Context: an optimization exercise on an open-source flow, tuned for small area and a short achievable clock period. The choices shown serve that exercise and are no tape-out recipe.
At most, simulation tests tie the RTL to the original design; equivalence was not proved.
Only the layout flow was run in runs 1 and 3; the RTL was not checked for function there.

File: design/flow/run.sh
#!/bin/bash
# synth_recipe.tcl (not shown) runs the flow's synth.tcl, then flattens the netlist and writes it again
# the make line also repeats each setting of config.mk as NAME=value (left out here)
make -C /OpenROAD-flow-scripts/flow DESIGN_CONFIG=/design/flow/config.mk WORK_HOME=/design/flow/orfs CLKGATE_MAP_FILE= SYNTH_SCRIPT=/design/flow/synth_recipe.tcl finish
File: design/flow/design.v
module sdf_delay_line
#(
	parameter int DEPTH = 8,	 
	parameter int W     = 26	 
)
(
	input  logic         CLK,
	input  logic         shift_i,	 
	input  logic [W-1:0] data_i,
	output logic [W-1:0] data_o	 
);
	logic [DEPTH*W-1:0] sr;	 
	always_ff @(posedge CLK)
	begin
		if (shift_i)
		begin
			if (DEPTH > 1)
				sr <= {sr[(DEPTH-1)*W-1:0], data_i};	 
			else
				sr <= data_i;
		end
	end
	assign data_o = sr[DEPTH*W-1 -: W];
endmodule
module sdf_bf_stage
#(
	parameter int DEPTH       = 8,	 
	parameter bit ROT_MINUS_J = 1'b0,	 
	parameter int IW          = 12,	 
	parameter int OW          = 13	 
)
(
	input  logic            CLK,
	input  logic            RST,
	input  logic            valid_i,
	input  logic [2*IW-1:0] data_i,
	output logic            valid_o,
	output logic [2*OW-1:0] data_o
);
	localparam int CW = $clog2(2 * DEPTH);	 
	logic [CW-1:0]        cnt;
	logic                 second_half;
	logic                 rot;
	logic signed [OW-1:0] b_re;
	logic signed [OW-1:0] b_im;
	logic signed [OW-1:0] a_re;
	logic signed [OW-1:0] a_im;
	logic signed [OW-1:0] res_re;
	logic signed [OW-1:0] res_im;
	logic signed [OW-1:0] fb_re;
	logic signed [OW-1:0] fb_im;
	logic [2*OW-1:0]      buf_q;
	assign b_re = $signed(data_i[2*IW-1:IW]);	 
	assign b_im = $signed(data_i[IW-1:0]);
	assign a_re = buf_q[2*OW-1:OW];	 
	assign a_im = buf_q[OW-1:0];
	assign second_half = cnt[CW-1];
	assign rot = ROT_MINUS_J && !second_half && (cnt >= CW'(DEPTH / 2));
	always_comb
	begin
		if (second_half)
		begin
			fb_re = a_re - b_re;	 
			fb_im = a_im - b_im;
		end
		else
		begin
			fb_re = b_re;	 
			fb_im = b_im;
		end
		res_re = a_re + (second_half ? b_re : OW'(0));	 
		res_im = a_im + (second_half ? b_im : OW'(0));
	end
	sdf_delay_line #(
		.DEPTH (DEPTH),
		.W     (2 * OW)
	) u_delay_line (
		.CLK     (CLK),
		.shift_i (valid_i),	 
		.data_i  ({fb_re, fb_im}),
		.data_o  (buf_q)
	);
	always_ff @(posedge CLK or posedge RST)
	begin
		if (RST)
		begin
			cnt     <= '0;
			valid_o <= 1'b0;
		end
		else
		begin
			valid_o <= valid_i;
			if (valid_i)
				cnt <= cnt + 1'b1;	 
		end
	end
	always_ff @(posedge CLK)
	begin
		if (rot)
			data_o <= {res_im, -res_re};	 
		else
			data_o <= {res_re, res_im};
	end
endmodule
module sdf_twiddle_mul
(
	input  logic        CLK,
	input  logic        RST,
	input  logic        valid_i,
	input  logic [27:0] data_i,	 
	output logic        valid_o,
	output logic [27:0] data_o
);
	localparam logic [3:0] LAG = 4'd12;
	logic [3:0]         cnt;
	logic [3:0]         pos;
	logic [1:0]         grp;
	logic [1:0]         idx;
	logic signed [13:0] d_re;
	logic signed [13:0] d_im;
	logic signed [14:0] s_add;	 
	logic signed [14:0] s_sub;	 
	logic        triv;	 
	logic        hcase;	 
	logic [2:0]  sel_ur;	 
	logic [2:0]  sel_ui;
	logic        neg_ur, neg_ui, neg_vr, neg_vi;
	logic [1:0]  sel_vr;	 
	logic [1:0]  sel_vi;
	logic signed [14:0] u_re_d, u_im_d;
	logic signed [13:0] v_re_d, v_im_d;
	logic               v1;
	logic signed [14:0] u_re, u_im;
	logic signed [13:0] v_re, v_im;
	logic               p_triv, p_h;
	logic               p_nur, p_nui, p_nvr, p_nvi;
	assign d_re  = data_i[27:14];
	assign d_im  = data_i[13:0];
	assign s_add = d_re + d_im;
	assign s_sub = d_im - d_re;
	assign pos = cnt - LAG;
	assign grp = pos[3:2];
	assign idx = pos[1:0];
	always_comb
	begin
		triv   = 1'b1;
		hcase  = 1'b0;
		sel_ur = 3'd0;
		sel_ui = 3'd1;
		sel_vr = 2'd0;
		sel_vi = 2'd0;
		neg_ur = 1'b0;
		neg_ui = 1'b0;
		neg_vr = 1'b0;
		neg_vi = 1'b0;
		case ({grp, idx})
			4'b01_01, 4'b10_10:	 
			begin
				triv = 1'b0; hcase = 1'b1;
				sel_ur = 3'd2; sel_ui = 3'd3;
			end
			4'b01_11, 4'b11_10:	 
			begin
				triv = 1'b0; hcase = 1'b1;
				sel_ur = 3'd3; sel_ui = 3'd2; neg_ui = 1'b1;
			end
			4'b01_10:	 
			begin
				sel_ur = 3'd1; sel_ui = 3'd0; neg_ui = 1'b1;
			end
			4'b10_01:	 
			begin
				triv = 1'b0;
				sel_ur = 3'd0; sel_vr = 2'd2;
				sel_ui = 3'd1; sel_vi = 2'd1; neg_vi = 1'b1;
			end
			4'b10_11, 4'b11_01:	 
			begin
				triv = 1'b0;
				sel_ur = 3'd1; sel_vr = 2'd1;
				sel_ui = 3'd0; neg_ui = 1'b1; sel_vi = 2'd2;
			end
			4'b11_11:	 
			begin
				triv = 1'b0;
				sel_ur = 3'd0; neg_ur = 1'b1; sel_vr = 2'd2; neg_vr = 1'b1;
				sel_ui = 3'd1; neg_ui = 1'b1; sel_vi = 2'd1;
			end
			default: ;	 
		endcase
	end
	function automatic logic signed [14:0] pick_u(input logic [2:0] s, input logic n,
		input logic signed [13:0] re, input logic signed [13:0] im,
		input logic signed [14:0] sa, input logic signed [14:0] ss);
		logic signed [14:0] x;
		case (s)
			3'd0:    x = re;
			3'd1:    x = im;
			3'd2:    x = sa;
			default: x = ss;
		endcase
		pick_u = n ? ~x : x;
	endfunction
	function automatic logic signed [13:0] pick_v(input logic [1:0] s, input logic n,
		input logic signed [13:0] re, input logic signed [13:0] im);
		logic signed [13:0] x;
		case (s)
			2'd1:    x = re;
			2'd2:    x = im;
			default: x = '0;
		endcase
		pick_v = n ? ~x : x;
	endfunction
	assign u_re_d = pick_u(sel_ur, neg_ur, d_re, d_im, s_add, s_sub);
	assign u_im_d = pick_u(sel_ui, neg_ui, d_re, d_im, s_add, s_sub);
	assign v_re_d = pick_v(sel_vr, neg_vr, d_re, d_im);
	assign v_im_d = pick_v(sel_vi, neg_vi, d_re, d_im);
	always_ff @(posedge CLK or posedge RST)
	begin
		if (RST)
		begin
			cnt     <= '0;
			v1      <= 1'b0;
			valid_o <= 1'b0;
		end
		else
		begin
			v1      <= valid_i;
			valid_o <= v1;
			if (valid_i)
				cnt <= cnt + 1'b1;	 
		end
	end
	always_ff @(posedge CLK)
	begin
		u_re   <= u_re_d;
		u_im   <= u_im_d;
		v_re   <= v_re_d;
		v_im   <= v_im_d;
		p_triv <= triv;
		p_h    <= hcase;
		p_nur  <= neg_ur;
		p_nui  <= neg_ui;
		p_nvr  <= neg_vr;
		p_nvi  <= neg_vi;
	end
	function automatic logic [27:0] prod(input logic signed [14:0] u, input logic signed [13:0] v,
		input logic t, input logic h, input logic nu, input logic nv);
		logic [27:0] uw;
		logic [27:0] ug;
		logic [27:0] vw;
		logic [27:0] c;
		uw = 28'(u);
		ug = t ? 28'd0 : uw;
		vw = 28'(v);
		c  = 28'd8192;	 
		if (nu)
			c = c + (t ? 28'd16384 : (h ? 28'd11585 : 28'd15137));
		if (nv)
			c = c + 28'd6270;
		prod = (uw << 14) + ug + (h ? (ug << 6) : (ug << 5)) + (h ? (ug << 8) : 28'd0)
			+ (vw << 12) + (vw << 11) + (vw << 7) + c
			- (ug << 10) - (h ? (ug << 12) : (ug << 8)) - (vw << 1);
	endfunction
	logic [27:0] p_re;
	logic [27:0] p_im;
	assign p_re = prod(u_re, v_re, p_triv, p_h, p_nur, p_nvr);
	assign p_im = prod(u_im, v_im, p_triv, p_h, p_nui, p_nvi);
	always_ff @(posedge CLK)
		data_o <= {p_re[27:14], p_im[27:14]};
endmodule
module sdf_fft_top
(
	input  logic        CLK,
	input  logic        RST,
	input  logic        valid_i,	 
	input  logic [23:0] data_i,	 
	output logic        valid_o,
	output logic        first_o,	 
	output logic [31:0] data_o	 
)
;
	localparam logic [3:0] LAG = 4'd15;
	logic        v0;
	logic        v1;
	logic        v2;
	logic        vt;
	logic        v3;
	logic [23:0] d0;
	logic [25:0] d1;
	logic [27:0] d2;
	logic [27:0] dt;
	logic [29:0] d3;
	logic [3:0]  out_cnt;
	logic [3:0]  out_pos;
	logic        primed;	 
	logic        at_bin0;
	always_ff @(posedge CLK or posedge RST)
	begin
		if (RST)
			v0 <= 1'b0;
		else
			v0 <= valid_i;
	end
	always_ff @(posedge CLK)
		d0 <= data_i;
	sdf_bf_stage #(
		.DEPTH       (8),
		.ROT_MINUS_J (1'b1),
		.IW          (12),
		.OW          (13)
	) u_stage1 (
		.CLK     (CLK),
		.RST     (RST),
		.valid_i (v0),
		.data_i  (d0),
		.valid_o (v1),
		.data_o  (d1)
	);
	sdf_bf_stage #(
		.DEPTH       (4),
		.ROT_MINUS_J (1'b0),
		.IW          (13),
		.OW          (14)
	) u_stage2 (
		.CLK     (CLK),
		.RST     (RST),
		.valid_i (v1),
		.data_i  (d1),
		.valid_o (v2),
		.data_o  (d2)
	);
	sdf_twiddle_mul u_twiddle (	 
		.CLK     (CLK),
		.RST     (RST),
		.valid_i (v2),
		.data_i  (d2),
		.valid_o (vt),
		.data_o  (dt)
	);
	sdf_bf_stage #(
		.DEPTH       (2),
		.ROT_MINUS_J (1'b1),
		.IW          (14),
		.OW          (15)
	) u_stage3 (
		.CLK     (CLK),
		.RST     (RST),
		.valid_i (vt),
		.data_i  (dt),
		.valid_o (v3),
		.data_o  (d3)
	);
	sdf_bf_stage #(
		.DEPTH       (1),
		.ROT_MINUS_J (1'b0),
		.IW          (15),
		.OW          (16)
	) u_stage4 (
		.CLK     (CLK),
		.RST     (RST),
		.valid_i (v3),
		.data_i  (d3),
		.valid_o (),
		.data_o  (data_o)
	);
	assign out_pos = out_cnt - LAG;	 
	assign at_bin0 = (out_pos == '0);
	always_ff @(posedge CLK or posedge RST)
	begin
		if (RST)
		begin
			out_cnt <= '0;
			primed  <= 1'b0;
			valid_o <= 1'b0;
			first_o <= 1'b0;
		end
		else
		begin
			valid_o <= v3 && (primed || at_bin0);	 
			first_o <= v3 && at_bin0;
			if (v3)
			begin
				out_cnt <= out_cnt + 1'b1;
				if (at_bin0)
					primed <= 1'b1;	 
			end
		end
	end
endmodule
File: design/flow/constraint.sdc
create_clock -name core_clock -period 11.0 [get_ports {CLK}]
set_input_delay 2.2000 -clock core_clock [delete_from_list [all_inputs] [get_ports {CLK}]]
set_output_delay 2.2000 -clock core_clock [all_outputs]
set_load 0.01 [all_outputs]
File: design/flow/config.mk
export PLATFORM = sky130hd
export DESIGN_NAME = sdf_fft_top
export DESIGN_NICKNAME = sdf_fft_top
export VERILOG_FILES = /design/flow/design.v
export SDC_FILE = /design/flow/constraint.sdc
export NUM_CORES = 4
export LEC_CHECK = 0
export ABC_AREA = 1
export CAP_MARGIN = 20
export CORE_MARGIN = 2
export CORE_UTILIZATION = 40
export SLEW_MARGIN = 20
==> impl_results.md, run 1 <==
* Status: complete, no violations
* All-layer global routing usage at 19.1%
* Worst clock skew at 0.0295 ns
* Slew headroom at 30.2%
* EDFF count, synth at 412
* Slowest stage delay, CP at 0.57 ns
* Clock Tree Root: clkbuf_16
* Post-synthesis mux area share at 0.0921%
* Die Width at approximately 340 µm
* Clock latency on the worst-skew pair at 0.65 ns
* Area share of fa/ha/maj cells after synthesis at 23.3%
* Routed length per instance at 16.3 µm
* XOR/XNOR Fraction of Synth Area at 4.86%
* Final number of setup-violating endpoints at 0
* I/O Pins at 61
* Vias per inst at ~5.0
* Sequential-to-total area share from yosys stat at 38.3%
* N_diodes at 0
* WP buf/inv at 6
* Number of global-route vias before repair at around 34000
* Seq cells post-synth at 670
* Buffer count from post-CTS setup fixing at 0
* Gpl congestion at around 0.96
* Via count at around 34000
* Final WS setup at around 4.8 ns
* Setup_tns at 0 ns
* Post-synthesis simple-gate area fraction at between 15 and 20%
* Synth async-reset ratio at under 10%
* Cell variety after synth at 54
* Largest net degree at the start of global routing at 87
* Post-CTS Resized at 0
* First-pass GRT wire length at 180 mm
* Gr ovfl total at 0
* DP Area at 48500 µm²
* Placed cells at between 6000 and 7000
* Post-Syn Area at 46200 µm²
* Top delay family on crit path: adder cells
* Most used cell, CP: fa_1
* Peak Freq at 161 MHz
* Final hold viol count at 0
* Die height at 344 µm
* Cells after Synth at roughly 5200
* Detailed Route WL at 111 mm
* Most frequent cells in the layout: 1036 x nand2_1, 929 x inv_1, 412 x ha_1, 412 x edfxtp_1, 295 x a21oi_1
* Final Max Tran Viols at 0
* Top_reg_cell synth: edfxtp_1
* DP HPWL at 88.3 mm
* CTS H-tree lvls at 3
* Maximum clock path buffer count at 3
* Initial Util at 40.4%
* DR iter-0 viols at around 2300
* Synth area leaders: edfxtp_1 27%, fa_1 12%, ha_1 11%, dfxtp_1 10%, nand2_1 8.4%
* Crit path arrival time at 6.76 ns
* Most common cell after layout, fill and taps aside: nand2_1
* Final core utilization at 44.6%
* Final net count at 5948
* DR pass1 iterations at 8
* Final hold slack at about 0.35 ns
* RSZ-0062 raised after global routing: false
* Initial antenna violation count at 0
* Crit-path max FO at 27
* Critical Path RT at 11.54 ns
* Post-synth top area share at a little over a quarter
* Critical path's slowest cell: fa_1
* # DRC at 0
* Largest family of logic cells by synthesized area: adder cells
* Port bufs at 60
* Largest area contributor in the netlist: edfxtp_1
* Setup CP Type: register to register
* Worst min path class: register to register
* Antenna viol nets, final at 0
* Synth Area in Compound Gates at around a tenth
* Minimum clock period at 6.22 ns
* Core Region at 114000 µm²
* Clock Sink Count at 670
* Place WS at 4.81 ns
* Area Overhead vs Synth at 10.4%
* Hold_buf cts at 0
* Worst Setup Start Kind: register
* Element type at the critical path end: register
* Worst-Margin Slew at 1.05 ns
* Post-route cell area at 51000 µm²
* Max-cap violations at 0
* DIE AREA at 118000 µm²
* CTS Buf Count at 73
* Worst-path clk slew at 0.06 ns
* Syn Area/Cell at about 9 µm²
* Rows at 124
* Share of cells above drive strength 1 at 3.53%
* Crit path cell chain: buf_4 > nor2_1 > buf_4 > inv_1 > nor2_1 > inv_1 > ha_1 > a31oi_1 > fa_1 > fa_1 > fa_1 > fa_1 > inv_1 > fa_1 > inv_1 > ha_1 > nand2_1 > or4_1 > o21ai_1 > nand3_1 > nand3_1 > nand2_1
* Tcrit/Tclk final at between 50% and 60%
* Yosys warning count at 10
* CTS tree: done
* Layout Cells excl Fill at a little under 7000
-- kinds of logic (layout without fill, tap and decap cells) --
group / Yosys count / in the layout
AOI/OAI and AO/OA: 791 / 791
xor gates and xnor gates: 256 / 256
adders and majority gates: 692 / 692
buffers and inverters: 1023 / 1159
DFF: 670 / 670
muxes: 4 / 4
other: 1 / 3
and+or+nand+nor: 1715 / 1715
-- path summary, 6_finish.rpt --
path	start	to	slack [ns]	cells after the start
max in group asynchronous	RST	u_stage1.valid_o	8.73	3
hold / removal	u_twiddle.v1	u_twiddle.valid_o	0.35	0
min in group asynchronous	RST	first_o	1.93	3
setup / recovery	u_twiddle.p_h	u_twiddle.data_o[10]	4.78	22
hold reg to reg	u_twiddle.v1	u_twiddle.valid_o	0.35	0
setup reg to reg	u_twiddle.p_h	u_twiddle.data_o[10]	4.78	22
-- worst reg2reg max path: stages (launching register included) --
cell     delay [ns]
dfxtp_1        0.31
buf_4          0.24
nor2_1         0.14
buf_4          0.19
inv_1          0.28
nor2_1         0.29
inv_1          0.09
ha_1           0.20
a31oi_1        0.29
fa_1           0.49
fa_1           0.57
fa_1           0.42
fa_1           0.49
inv_1          0.05
fa_1           0.47
inv_1          0.04
ha_1           0.33
nand2_1        0.12
or4_1          0.52
o21ai_1        0.29
nand3_1        0.15
nand3_1        0.10
nand2_1        0.05
-- final cells by class --
type / count / area (µm²)
Clock buffer: 95 / 2020
Clock inverter: 41 / 427
Fill cell: 11200 / 63400
Inverter: 941 / 3540
Multi-Input combinational cell: 3461 / 24600
Sequential cell: 670 / 17700
Tap cell: 1512 / 1890
Timing Repair Buffer: 82 / 786
-- registers in the layout, indices dropped and copies added (netlist names), 2 cells and up --
signal,count
u_stage2.u_delay_line.sr,112
out_cnt,4
u_twiddle.u_im,15
u_twiddle.cnt,4
u_stage2.data_o,28
d0,24
u_stage3.u_delay_line.sr,60
u_stage3.cnt,2
u_twiddle.v_im,14
u_stage3.data_o,30
u_stage1.cnt,4
u_stage1.data_o,26
u_stage4.data_o,32
u_stage2.cnt,3
u_twiddle.v_re,14
u_twiddle.u_re,15
u_twiddle.data_o,28
u_stage4.u_delay_line.sr,32
u_stage1.u_delay_line.sr,208
-- per-layer routing --
metal | vias to the layer above | GRT usage (%) | share of wire (%)
met5 | - | 0 | 0
met1 | 16000 | 25.9 | 46
met2 | 751 | 31.6 | 46
met4 | 0 | 6.33 | 3.0
li1 | 17000 | - | -
met3 | 173 | 2.44 | 4.5
-- cell usage after synthesis (5+ instances only) --
master	n
a21o_1	24
nand4_1	75
xor2_1	177
o31ai_1	16
o22ai_1	72
o21bai_1	17
o21a_1	11
o211ai_1	6
dfrtp_1	27
o21ai_0	293
inv_1	929
nand3b_1	27
nand2_4	5
buf_2	10
xnor2_1	79
a21oi_1	295
nor2_1	268
o21ai_2	7
a31oi_1	19
clkinv_1	5
edfxtp_1	412
nand2_1	1036
dfxtp_1	231
inv_2	6
clkbuf_1	60
fa_1	280
o2111ai_1	9
nand3_1	230
o21ai_1	5
a21boi_0	6
or2_2	12
nor3_1	45
buf_1	6
nor2_2	5
ha_1	412
==> run 2, diff against run 1 <==
--- a/design/flow/design.v
+++ b/design/flow/design.v
@@ -41,6 +41,8 @@
 	logic [CW-1:0]        cnt;
 	logic                 second_half;
 	logic                 rot;
+	logic signed [IW-1:0] in_re;
+	logic signed [IW-1:0] in_im;
 	logic signed [OW-1:0] b_re;
 	logic signed [OW-1:0] b_im;
 	logic signed [OW-1:0] a_re;
@@ -50,8 +52,10 @@
 	logic signed [OW-1:0] fb_re;
 	logic signed [OW-1:0] fb_im;
 	logic [2*OW-1:0]      buf_q;
-	assign b_re = $signed(data_i[2*IW-1:IW]);	 
-	assign b_im = $signed(data_i[IW-1:0]);
+	assign in_re = data_i[2*IW-1:IW];	 
+	assign in_im = data_i[IW-1:0];
+	assign b_re  = in_re;	 
+	assign b_im  = in_im;
 	assign a_re = buf_q[2*OW-1:OW];	 
 	assign a_im = buf_q[OW-1:0];
 	assign second_half = cnt[CW-1];
--- a/design/flow/config.mk
+++ b/design/flow/config.mk
@@ -5,7 +5,6 @@
 export SDC_FILE = /design/flow/constraint.sdc
 export NUM_CORES = 4
 export LEC_CHECK = 0
-export ABC_AREA = 1
 export CAP_MARGIN = 20
 export CORE_MARGIN = 2
 export CORE_UTILIZATION = 40
==> run 2 against run 1 <==
Maximum frequency down 12%. Routed wire length down 17%. Sequential cell count unchanged. First-iteration DRC count down 16%.
==> impl_results.md, run 2 <==
* Critical Path RT at around 12 ns
* Post-Syn Area at 43700 µm²
* Element type at the critical path end: register
* Worst Setup Start Kind: register
* Share of cells above drive strength 1 at 4.58%
* Clock latency on the worst-skew pair at 0.63 ns
* Number of global-route vias before repair at 28000
* HP Start: u_twiddle.v1
* Core Region at 109000 µm²
* Worst Hold Endpoint: u_twiddle.valid_o
* Hold_buf cts at 0
* Initial Util at 40.2%
* Status: complete, no violations
* Count leader, synth: inv_1
* Final hold viol count at 0
* Final number of setup-violating endpoints at 0
* RSZ-0062 raised after global routing: false
* Area Overhead vs Synth at 10.5%
* Gr ovfl total at 0
* Minimum clock period at 7.03 ns
* Die Width at between 300 and 400 µm
* EDFF count, synth at 412
* Maximum clock path buffer count at 3
* Slew headroom at 29.5%
* All-layer global routing usage at 16.5%
* Largest net degree at the start of global routing at 79
* Sequential-to-total area share from yosys stat at 40.4%
* RR Endpoint: u_twiddle.data_o[12]
* Cell variety after synth at 76
* DR iter-0 viols at between 1500 and 2000
* Final hold slack at roughly 0.35 ns
* Worst-Margin Slew at 1.06 ns
* Reg2reg setup slack at 3.97 ns
* Buffer count from post-CTS setup fixing at 0
* Most common cell after layout, fill and taps aside: inv_1
* Gpl congestion at just under 0.9
* Syn Area/Cell at 10.6 µm²
* Port bufs at 60
* Clock Sink Count at 670
* Tcrit/Tclk final at a little under two thirds
* Post-route cell area at 48300 µm²
* Largest registers: u_stage1.u_delay_line.sr: 208 flops, u_stage2.u_delay_line.sr: 112 flops, u_stage3.u_delay_line.sr: 60 flops
* Cells after Synth at approximately 4100
* Synth top cells by count: 539 x inv_1, 412 x edfxtp_1, 412 x ha_1, 305 x nand2_1, 280 x fa_1
* DR pass1 iterations at 5
* Setup CP Type: register to register
* Worst clock skew at 0.0332 ns
* CTS tree: done
* FF-to-FF path depth at 23
* Hold depth at 0
* Crit-path max FO at 37
* Placed cells at 5535
* First-pass GRT wire length at 149 mm
* Final Max Tran Viols at 0
* Clock Tree Root: clkbuf_16
* Layout Cells excl Fill at 5668
* Final WS setup at around 4.0 ns
* Worst R2R Start: u_twiddle.p_triv
* Crit path arrival time at 7.55 ns
* Antenna viol nets, final at 0
* Setup_tns at 0 ns
* N_diodes at 0
* Worst-path clk slew at 0.06 ns
* Peak Freq at 142 MHz
* Largest area contributor in the netlist: edfxtp_1
* Via count at ~28000
* CTS H-tree lvls at 3
* CTS Buf Count at 72
* Final net count at 4914
* DP HPWL at approximately 70 mm
* Synth area leaders: edfxtp_1 28%, fa_1 13%, ha_1 12%, dfxtp_1 11%, xnor2_1 4.9%
* Routed length per instance at 16.2 µm
* Place WS at 3.94 ns
* Synth async-reset ratio at 4.03%
* Yosys warning count at 10
* Initial antenna violation count at 0
* Most flops, register: u_stage1.u_delay_line.sr
* Post-CTS Resized at 0
* Vias per inst at around 5.0
* Seq cells post-synth at 670
* Post-synth top area share at 28.3%
* # DRC at 0
* I/O Pins at 61
* Detailed Route WL at 91.8 mm
* Most frequent cells in the layout: 539 x inv_1, 412 x ha_1, 412 x edfxtp_1, 305 x nand2_1, 280 x fa_1
* DP Area at 46000 µm²
* Rows at roughly 120
* Worst min path class: register to register
* Top_reg_cell synth: edfxtp_1
* Max FFs per register at 208
* DIE AREA at 112000 µm²
* Max-cap violations at 0
* Die height at 335 µm
## run 2: layer usage
metal	global-route usage (%)	up-vias	part of all wire (%)
met4	4.52	0	2.4
met3	2.11	123	3.5
met2	26.8	499	46
met1	23.3	13500	49
met5	0	-	0
li1	-	14200	-
## run 2: how the worst max path moves through the flow
stage	startpoint	endpoint	depth (start not counted)
global route	u_twiddle.p_triv	u_twiddle.data_o[12]	23
finish	u_twiddle.p_triv	u_twiddle.data_o[12]	23
CTS	u_twiddle.p_triv	u_twiddle.data_o[12]	23
global placement	u_twiddle.p_triv	u_twiddle.data_o[12]	23
floorplan	u_twiddle.p_h	u_twiddle.data_o[12]	23
detailed placement	u_twiddle.p_triv	u_twiddle.data_o[12]	23
## run 2: logic make-up (layout without fill, tap and decap cells)
| kind of cell | count (synthesis) | count (layout) | synth area share, % |
|---|---|---|---|
| XOR/XNOR | 328 | 328 | 6.57 |
| flip-flops | 670 | 670 | 40.4 |
| buffers and inverters | 641 | 760 | 5.50 |
| other | 1 | 3 | 0.00857 |
| adder cells (fa/ha/maj) | 692 | 692 | 24.6 |
| AND/OR/NAND/NOR | 1008 | 1008 | 10.9 |
| AO/OA/AOI/OAI | 723 | 723 | 10.4 |
| multiplexers | 70 | 70 | 1.66 |
## run 2: area by class of cell
class	instances	area (µm²)
fill	10200	60400
multi-input combinational	2824	23700
sequential	670	17700
clock buffer	99	2060
inverter	543	2040
tap	1414	1770
timing repair buffer	84	781
clock inverter	34	327
## run 2: worst max-delay path, stage by stage (launching register included)
cell and delay, ns:
dfxtp_1 0.29, buf_4 0.24, nor2_2 0.12, buf_4 0.34, nand2_1 0.22, ha_1 0.33
mux2i_1 0.25, fa_1 0.47, fa_1 0.45, fa_1 0.51, inv_1 0.05, fa_1 0.47
inv_1 0.05, fa_1 0.43, ha_1 0.20, or4_1 0.49, a221o_1 0.28, a211oi_2 0.27
o31ai_2 0.18, a41oi_2 0.34, o21ai_2 0.14, a2111o_1 0.43, and2_2 0.21, xor2_1 0.13
## run 2: metrics by stage
step / utilization, %
after CTS: 44.5
after global routing: 44.5
after floorplan: -
final: 44.5
after global placement: 42.3
after detailed placement: 42.3
==> run 3, diff against run 2 <==
--- a/design/flow/design.v
+++ b/design/flow/design.v
@@ -22,6 +22,24 @@
 	end
 	assign data_o = sr[DEPTH*W-1 -: W];
 endmodule
+module sdf_rca
+#(
+	parameter int W = 13
+)
+(
+	input  logic [W-1:0] a_i,
+	input  logic [W-1:0] b_i,
+	input  logic         c_i,
+	output logic [W-1:0] s_o
+);
+	logic [W:0] c;
+	assign c[0] = c_i;
+	for (genvar i = 0; i < W; i++)
+	begin : g_bit
+		assign s_o[i]   = a_i[i] ^ b_i[i] ^ c[i];
+		assign c[i + 1] = (a_i[i] & b_i[i]) | (a_i[i] & c[i]) | (b_i[i] & c[i]);
+	end
+endmodule
 module sdf_bf_stage
 #(
 	parameter int DEPTH       = 8,	 
@@ -47,34 +65,35 @@
 	logic signed [OW-1:0] b_im;
 	logic signed [OW-1:0] a_re;
 	logic signed [OW-1:0] a_im;
-	logic signed [OW-1:0] res_re;
-	logic signed [OW-1:0] res_im;
-	logic signed [OW-1:0] fb_re;
-	logic signed [OW-1:0] fb_im;
+	logic [OW-1:0]        bg_re;	 
+	logic [OW-1:0]        bg_im;
+	logic [OW-1:0]        x_re;	 
+	logic [OW-1:0]        x_im;
+	logic [OW-1:0]        res_re;
+	logic [OW-1:0]        res_im;
+	logic [OW-1:0]        dif_re;
+	logic [OW-1:0]        dif_im;
+	logic [OW-1:0]        fb_re;
+	logic [OW-1:0]        fb_im;
 	logic [2*OW-1:0]      buf_q;
 	assign in_re = data_i[2*IW-1:IW];	 
 	assign in_im = data_i[IW-1:0];
 	assign b_re  = in_re;	 
 	assign b_im  = in_im;
-	assign a_re = buf_q[2*OW-1:OW];	 
-	assign a_im = buf_q[OW-1:0];
+	assign a_re  = buf_q[2*OW-1:OW];	 
+	assign a_im  = buf_q[OW-1:0];
 	assign second_half = cnt[CW-1];
 	assign rot = ROT_MINUS_J && !second_half && (cnt >= CW'(DEPTH / 2));
-	always_comb
-	begin
-		if (second_half)
-		begin
-			fb_re = a_re - b_re;	 
-			fb_im = a_im - b_im;
-		end
-		else
-		begin
-			fb_re = b_re;	 
-			fb_im = b_im;
-		end
-		res_re = a_re + (second_half ? b_re : OW'(0));	 
-		res_im = a_im + (second_half ? b_im : OW'(0));
-	end
+	assign bg_re = second_half ? b_re : '0;
+	assign bg_im = second_half ? b_im : '0;
+	assign x_re  = rot ? a_im : a_re;
+	assign x_im  = rot ? ~a_re : a_im;
+	sdf_rca #(.W (OW)) u_res_re (.a_i (x_re), .b_i (bg_re), .c_i (1'b0), .s_o (res_re));
+	sdf_rca #(.W (OW)) u_res_im (.a_i (x_im), .b_i (bg_im), .c_i (rot), .s_o (res_im));
+	sdf_rca #(.W (OW)) u_dif_re (.a_i (a_re), .b_i (~b_re), .c_i (1'b1), .s_o (dif_re));
+	sdf_rca #(.W (OW)) u_dif_im (.a_i (a_im), .b_i (~b_im), .c_i (1'b1), .s_o (dif_im));
+	assign fb_re = second_half ? dif_re : b_re;
+	assign fb_im = second_half ? dif_im : b_im;
 	sdf_delay_line #(
 		.DEPTH (DEPTH),
 		.W     (2 * OW)
@@ -99,12 +118,7 @@
 		end
 	end
 	always_ff @(posedge CLK)
-	begin
-		if (rot)
-			data_o <= {res_im, -res_re};	 
-		else
-			data_o <= {res_re, res_im};
-	end
+		data_o <= {res_re, res_im};
 endmodule
 module sdf_twiddle_mul
 (
==> run 3 against run 2 <==
Still clean. Critical endpoint is now u_stage4.data_o[31]. Design area is 9.1% lower. Non-clock buffer count decreased by 2. Final cell count decreased by 18%.
==> impl_results.md, run 3 <==
* DIE AREA at between 100000 and 150000 µm²
* Final hold viol count at 0
* Peak Freq at about 140 MHz
* Status: complete, no violations
* Cells after Synth at 3256
* Reg2reg setup slack at 3.73 ns
* RSZ-0062 raised after global routing: false
* Final Max Tran Viols at 0
* DR iter-0 viols at 1169
* Syn Area/Cell at approximately 12 µm²
* Most flops, register: u_stage1.u_delay_line.sr
* Gr ovfl total at 0
* DP HPWL at around 58 mm
* Initial antenna violation count at 0
* Layout Cells excl Fill at 4657
* First-pass GRT wire length at 126 mm
* Synth top cells by count: 548 x inv_1, 466 x fa_1, 412 x edfxtp_1, 231 x dfxtp_1, 218 x nor2_1
* Worst clock skew at ~0.05 ns
* Largest registers: u_stage1.u_delay_line.sr: 208 flops, u_stage2.u_delay_line.sr: 112 flops, u_stage3.u_delay_line.sr: 60 flops
* Critical path's slowest cell: fa_1
* Number of global-route vias before repair at roughly 24000
* FF/Latch Area at around 18000 µm²
* Placed cells at approximately 4500
* Post-route cell area at 44000 µm²
* Largest area contributor in the netlist: edfxtp_1
* Vias per inst at 4.71
* Seq cells post-synth at 670
* Worst Setup Start Kind: register
* Max FFs per register at 208
* All-layer global routing usage at 15.6%
* Post-synth top area share at 31.3%
* Max-cap violations at 0
* Clock Tree Root: clkbuf_16
* DR pass1 iterations at 7
* Antenna viol nets, final at 0
* N_diodes at 0
* Area Overhead vs Synth at 11.2%
* Final net count at roughly 4000
* Port bufs at 60
* Crit path arrival time at roughly 8 ns
* Setup CP Type: register to register
* Slew headroom at 33.1%
* Final core utilization at 44.8%
* Initial Util at 40.3%
* Die Width at approximately 320 µm
* Cell variety after synth at between 80 and 90
* Final WS setup at roughly 3.7 ns
* Worst-Margin Slew at 0.998 ns
* Gpl congestion at 0.879
* Minimum clock period at 7.27 ns
* Worst min path class: register to register
* Synth async-reset ratio at 4.03%
* Tcrit/Tclk final at between 60% and 70%
* Most frequent cells in the layout: 548 x inv_1, 466 x fa_1, 412 x edfxtp_1, 231 x dfxtp_1, 217 x nor2_1
* Worst R2R Start: u_stage4.cnt
* Critical Path RT at approximately 12 ns
* Element type at the critical path end: register
* Synth area leaders: edfxtp_1 31%, fa_1 24%, dfxtp_1 12%, ha_1 6.7%, inv_1 5.2%
* Worst-path clk slew at around 0.06 ns
* Top_reg_cell synth: edfxtp_1
* Core Region at 98100 µm²
* Place WS at 3.67 ns
* Sequential-to-total area share from yosys stat at ~45%
* CTS Buf Count at 72
* Area taken by multi-input logic gates at about 19000 µm²
* Buffer count from post-CTS setup fixing at 0
* Yosys warning count at 10
* Most used cell, CP: fa_1
* Setup_tns at 0 ns
* CTS tree: done
* Largest net degree at the start of global routing at 92
* Clock latency on the worst-skew pair at 0.64 ns
* Crit-path max FO at 46
* Clock Sink Count at 670
* Final hold slack at 0.353 ns
* HP Start: u_twiddle.v1
* Detailed Route WL at 76.0 mm
* EDFF count, synth at 412
* Share of cells above drive strength 1 at ~5.2%
* Count leader, synth: inv_1
* Maximum clock path buffer count at 3
* Slowest stage delay, CP at 0.44 ns
* Via count at 21900
* Die height at approximately 320 µm
* Most common cell after layout, fill and taps aside: inv_1
* Routed length per instance at 16.3 µm
* Rows at 115
* Post-CTS Resized at 0
* CTS H-tree lvls at 3
* Hold_buf cts at 0
* Crit path cell chain: buf_4 > and2_1 > ha_1 > fa_1 > inv_1 > fa_1 > inv_1 > fa_1 > fa_1 > fa_1 > fa_1 > fa_1 > fa_1 > fa_1 > fa_1 > fa_1 > fa_1 > fa_1 > fa_1 > xnor2_1 > xnor2_1
* CP Launch Point: u_stage4.cnt
* DP Area at 41500 µm²
* Final number of setup-violating endpoints at 0
* Layout fillers at 8995
* # DRC at 0
* I/O Pins at 61
* Post-Syn Area at 39500 µm²
[run 3: worst paths after layout]
path / cells past startpoint / endpoint
min in group asynchronous: 3 / v0
min: 0 / u_twiddle.valid_o
max in group asynchronous: 3 / u_stage2.cnt[2]
max reg2reg: 21 / u_stage4.data_o[31]
max: 21 / u_stage4.data_o[31]
min reg2reg: 0 / u_twiddle.valid_o
[run 3: layer usage]
layer	GRT usage (%)	up-vias	routed length [µm]
li1	-	10700	-
met1	20.8	10800	34200
met2	26.2	388	36700
met3	2.59	124	3110
met4	4.74	0	2010
met5	0	-	0
[run 3: logic make-up after synthesis]
| kind of cell | count (synthesis) | synth area share (%) |
|---|---|---|
| AOI/OAI and AO/OA | 426 | 6.60 |
| xor gates and xnor gates | 168 | 3.74 |
| adders and majority gates | 679 | 30.3 |
| buffers and inverters | 653 | 6.26 |
| DFF | 670 | 44.7 |
| muxes | 39 | 1.00 |
| other | 2 | 0.0190 |
| and+or+nand+nor | 619 | 7.35 |
[run 3: critical path, delay by kind of cell (launching register included)]
family                     cells  cell delay, ns
adders and majority gates     15            5.86
DFF                            1            0.39
buffers and inverters          3            0.39
xor gates and xnor gates       2            0.33
and+or+nand+nor                1            0.19
[run 3: final cells by class]
class,count,area share (%)
flip-flops and latches,670,40.2
clock buffers,90,4.41
clock inverters,44,1.08
repair buffers,82,1.75
well taps,1287,3.66
inverters,551,4.70
multi-input cells,1933,44.2

## afterwards: timing with drivers on the ports
The flow's constraints put no driver on any port. The routed layouts listed below were extracted and timed again, unchanged, in two steps.
Step 1: set_driving_cell puts a clkbuf_16 on CLK and a buf_2 on each other input, an assumption about the parent block.
Step 2 adds t to the input delays and takes it off the output delays; t is the mean of the earliest and latest rising clock arrival at the registers after step 1. Input paths then give back, and output paths get back, about the clock's delay inside the block.
Three values: no drivers, after step 1, after step 2; two values: the first two.
run | shift t [ns] | setup slack, ns | slew at the worst register clock pin (ns)
run 1 | 0.708 | 4.777 / 4.777 / 4.777 | 0.07 / 0.07
run 2 | 0.682 | 3.965 / 3.965 / 3.965 | 0.07 / 0.07
run 3 | 0.680 | 3.726 / 3.726 / 3.726 | 0.06 / 0.06
After both steps setup and hold are still met in every run listed.
